Source: an optimization exercise on an open RTL-to-GDS flow (aim: small area, a short achievable clock period and few clock cycles per item). Production flows keep margins and buffers that such runs may drop. In this exercise RTL edits were held to simulation tests only and were not proved equivalent to the original. Power and IR drop assume default switching activity.

## fc_stream_layer
module fc_stream_layer #(
    parameter int unsigned N       = 16,
    parameter int unsigned Q       = 12,
    parameter int unsigned IN_LEN  = 8,
    parameter int unsigned OUT_LEN = 4,
    parameter int unsigned RELU    = 1
) (
    input  logic                clk,
    input  logic                global_rst,
    input  logic                ce,
    input  logic signed [N-1:0] data_in,
    input  logic                valid_in,
    input  logic                end_in,
    output logic                in_ready,
    input  logic                w_we,
    input  logic [7:0]          w_addr,
    input  logic [N-1:0]        w_data,
    output logic signed [N-1:0] data_out,
    output logic                valid_op,
    output logic                end_op,
    output logic                overflow
);
For scale: ~4600 cells after synthesis, about 1000 flip-flops, ~66 I/O pins, ~63000 um^2 of cells after synthesis.
clock: 12.0 ns
lec_check: 0
cap_margin: 20
core_margin: 2
core_utilization: 55
cts_cluster_diameter: 80
cts_cluster_size: 30
place_density: 0.65
slew_margin: 20
synth_hierarchical: 1
synth_minimum_keep_size: 0
standard.sh (not shown) runs the stock make flow with config.mk's settings and CLKGATE_MAP_FILE= SYNTH_SCRIPT=/design/flow/synth_recipe.tcl, a recipe that flattens the netlist after the stock synthesis.
==> flow/flow/run.sh <==
#!/bin/bash
# The standard layout, with ORFS's setup repair aiming well below the 12 ns
# clock (the constraints themselves are unchanged): SETUP_SLACK_MARGIN asks
# repair_timing for that much spare slack on every path.
set -euo pipefail
export SETUP_SLACK_MARGIN=8.4
bash standard.sh > standard.log 2>&1
Testbench counts at the start, summed over its fixed seeds: cycles 8,240, frames 1,024.
==> next run, changes <==
--- a/flow/design.v
+++ b/flow/design.v
@@ -15,25 +15,33 @@
     input  logic                w_we,
     input  logic [7:0]          w_addr,
     input  logic [N-1:0]        w_data,
     output logic signed [N-1:0] data_out,
     output logic                valid_op,
     output logic                end_op,
     output logic                overflow
 );
     localparam int unsigned ACC_W = 35;
     localparam logic [ACC_W-1:0] CMASK = 35'h7ffffffff;   
     logic [15:0] wram [36];
+    logic        wr_q;       
+    logic [5:0]  wr_addr_q;
+    logic [15:0] wr_data_q;
+    logic        wr_now;
+    assign wr_now = w_we && !global_rst && w_addr < 8'd36;
     always_ff @(posedge clk) begin
-        if (w_we && !global_rst && w_addr < 8'd36)
-            wram[w_addr[5:0]] <= w_data;
+        wr_q      <= wr_now;
+        wr_addr_q <= w_addr[5:0];
+        wr_data_q <= w_data;
+        if (wr_q)
+            wram[wr_addr_q] <= wr_data_q;
     end
     logic [7:0]  one, two, neg;
     logic        first_q;    
     logic        last_q;     
     logic [2:0]  cnt;        
     logic        accept, ending;
     logic [2:0]  xb [8];
     assign accept = ce && valid_in && in_ready && !global_rst;
     assign ending = accept && (end_in || cnt == 3'd7);
     always_comb begin
         for (int k = 0; k < 8; k++)
@@ -716,23 +724,23 @@
             bcnt     <= '0;
             valid_op <= 1'b0;
             overflow <= 1'b0;
             in_ready <= 1'b1;
         end else begin
             pend     <= pend_next;
             bcnt     <= bcnt_next;
             valid_op <= deliver;
             if (ce && valid_in && !in_ready)
                 overflow <= 1'b1;
             in_ready <= !((pend_next || ending) && (bcnt_next != 3'd0))
-                     && !(ending && pend_next);
+                     && !(ending && pend_next) && !wr_now;
         end
     end
     assign data_out = {1'b0, dout};
 endmodule
 module fc_stream_fa (
     input  logic a, b, c,
     output logic s, co
 );
     assign s  = a ^ b ^ c;
     assign co = (a & b) | (a & c) | (b & c);
 endmodule
=> Via count grows by about 1.2%; cell area is about the same; sequential share of layout area increases by 0.71 points; clock power barely changes; utilization falls by 0.33 points; combinational power went down by 5.9%; hold slack is worse by 0.0034 ns; routed wire length barely changes.
Testbench counts after the change, summed over its fixed seeds: cycles 8,240, frames 1,024.

--- another note on this design; it stands on its own ---

## fc_stream_layer
module fc_stream_layer #(
    parameter int unsigned N       = 16,
    parameter int unsigned Q       = 12,
    parameter int unsigned IN_LEN  = 8,
    parameter int unsigned OUT_LEN = 4,
    parameter int unsigned RELU    = 1
) (
    input  logic                clk,
    input  logic                global_rst,
    input  logic                ce,
    input  logic signed [N-1:0] data_in,
    input  logic                valid_in,
    input  logic                end_in,
    output logic                in_ready,
    input  logic                w_we,
    input  logic [7:0]          w_addr,
    input  logic [N-1:0]        w_data,
    output logic signed [N-1:0] data_out,
    output logic                valid_op,
    output logic                end_op,
    output logic                overflow
);
export LEC_CHECK = 0
export CAP_MARGIN = 20
export CORE_MARGIN = 2
export CORE_UTILIZATION = 65
export CTS_CLUSTER_DIAMETER = 80
export CTS_CLUSTER_SIZE = 30
export PLACE_DENSITY = 0.72
export SLEW_MARGIN = 20
export SYNTH_HIERARCHICAL = 1
export SYNTH_MINIMUM_KEEP_SIZE = 0
create_clock -name core_clock -period 12.0 [get_ports {clk}]
standard.sh (not shown) runs the stock make flow with config.mk's settings and CLKGATE_MAP_FILE= SYNTH_SCRIPT=/design/flow/synth_recipe.tcl, a recipe that flattens the netlist after the stock synthesis.
==> flow/flow/run.sh <==
#!/bin/bash
# The standard layout, with ORFS's setup repair aiming well below the 12 ns
# clock (the constraints themselves are unchanged): SETUP_SLACK_MARGIN asks
# repair_timing for that much spare slack on every path.
set -euo pipefail
export SETUP_SLACK_MARGIN=8.4
bash standard.sh > standard.log 2>&1
Testbench counts at the start, summed over its fixed seeds: cycles 8,240, frames 1,024.
==> next run, changes <==
==> flow/flow/run.sh (replaced) <==
#!/bin/bash
# The standard layout, with ORFS's setup repair aiming well below the 12 ns
# clock (the constraints themselves are unchanged): SETUP_SLACK_MARGIN asks
# repair_timing for that much spare slack on every path. Clock tree synthesis
# gets the same clustering as config.mk asks for, without dummy loads.
set -euo pipefail
export SETUP_SLACK_MARGIN=8.5
export CTS_ARGS="-sink_clustering_enable -repair_clock_nets -sink_clustering_size 30 -sink_clustering_max_diameter 80 -dont_use_dummy_load"
bash standard.sh > standard.log 2>&1
What happened:
- The new run completed with no timing, DRC or antenna violations
- setup slack is worse by 0.089 ns
- area after synthesis stays the same
- clock-buffer cell count came out lower by 19
- clock power drops by about 16%
- die area is unchanged
- sequential power hardly moves
- sequential share of layout area fell by 0.76 points
- clock skew is higher by 0.048 ns
- synthesized cell count does not change
- total power increases by 1.9%
==> next run, changes <==
==> flow/flow/run.sh (replaced) <==
#!/bin/bash
# The standard layout, with ORFS's setup repair aiming well below the 12 ns
# clock (the constraints themselves are unchanged): SETUP_SLACK_MARGIN asks
# repair_timing for that much spare slack on every path.
set -euo pipefail
export SETUP_SLACK_MARGIN=8.45
bash standard.sh > standard.log 2>&1
The new run finished clean.
Cell area falls by 1.7%.
Die area does not change.
Worst setup slack improved by 0.12 ns.
Via count is lower by 0.99%.
Utilization shrinks by 1.2 points.
Maximum frequency came out higher by 3.2%.
Combinational power goes down by about 3%.
Critical path depth goes down by 1.
Clock-buffer cell count rose by 20.
Synthesized area stays the same.
Hold slack is better by 0.049 ns.

## port drivers added, routing unchanged
Ports are ideal in the flow. The routed layouts listed here were re-timed in OpenROAD.
Step 1: set_driving_cell puts a clkbuf_16 on clk and a buf_2 on each other input, an assumption about the parent block.
Step 2 moves the port delays by t, midway between the first and last clock arrival at a register: inputs arrive t later, outputs are due t later. That takes back most of the time a late clock gives input paths.
Three values: ideal ports, drivers, drivers and shift; two values: the first two.
run | shift t [ns] | setup slack, ns | worst setup path after step 2 | clock arrival spread, ns
the first run of note 1 | 0.769 | 8.374 / 8.339 / 7.650 | input to register | 0.048 / 0.048
the second run of note 1 | 0.795 | 8.421 / 8.340 / 7.839 | input to register | 0.038 / 0.039
the first run of note 2 | 0.779 | 8.382 / 8.347 / 7.839 | input to register | 0.057 / 0.058
the second run of note 2 | 0.768 | 8.293 / 8.293 / 7.932 | input to register | 0.107 / 0.107
the third run of note 2 | 0.768 | 8.408 / 8.367 / 7.910 | input to register | 0.035 / 0.035
After both steps every run listed still meets setup and hold. For the first run of note 1, which loses most, drivers alone change the setup slack by -0.035 ns; drivers and shift together by -0.724 ns.
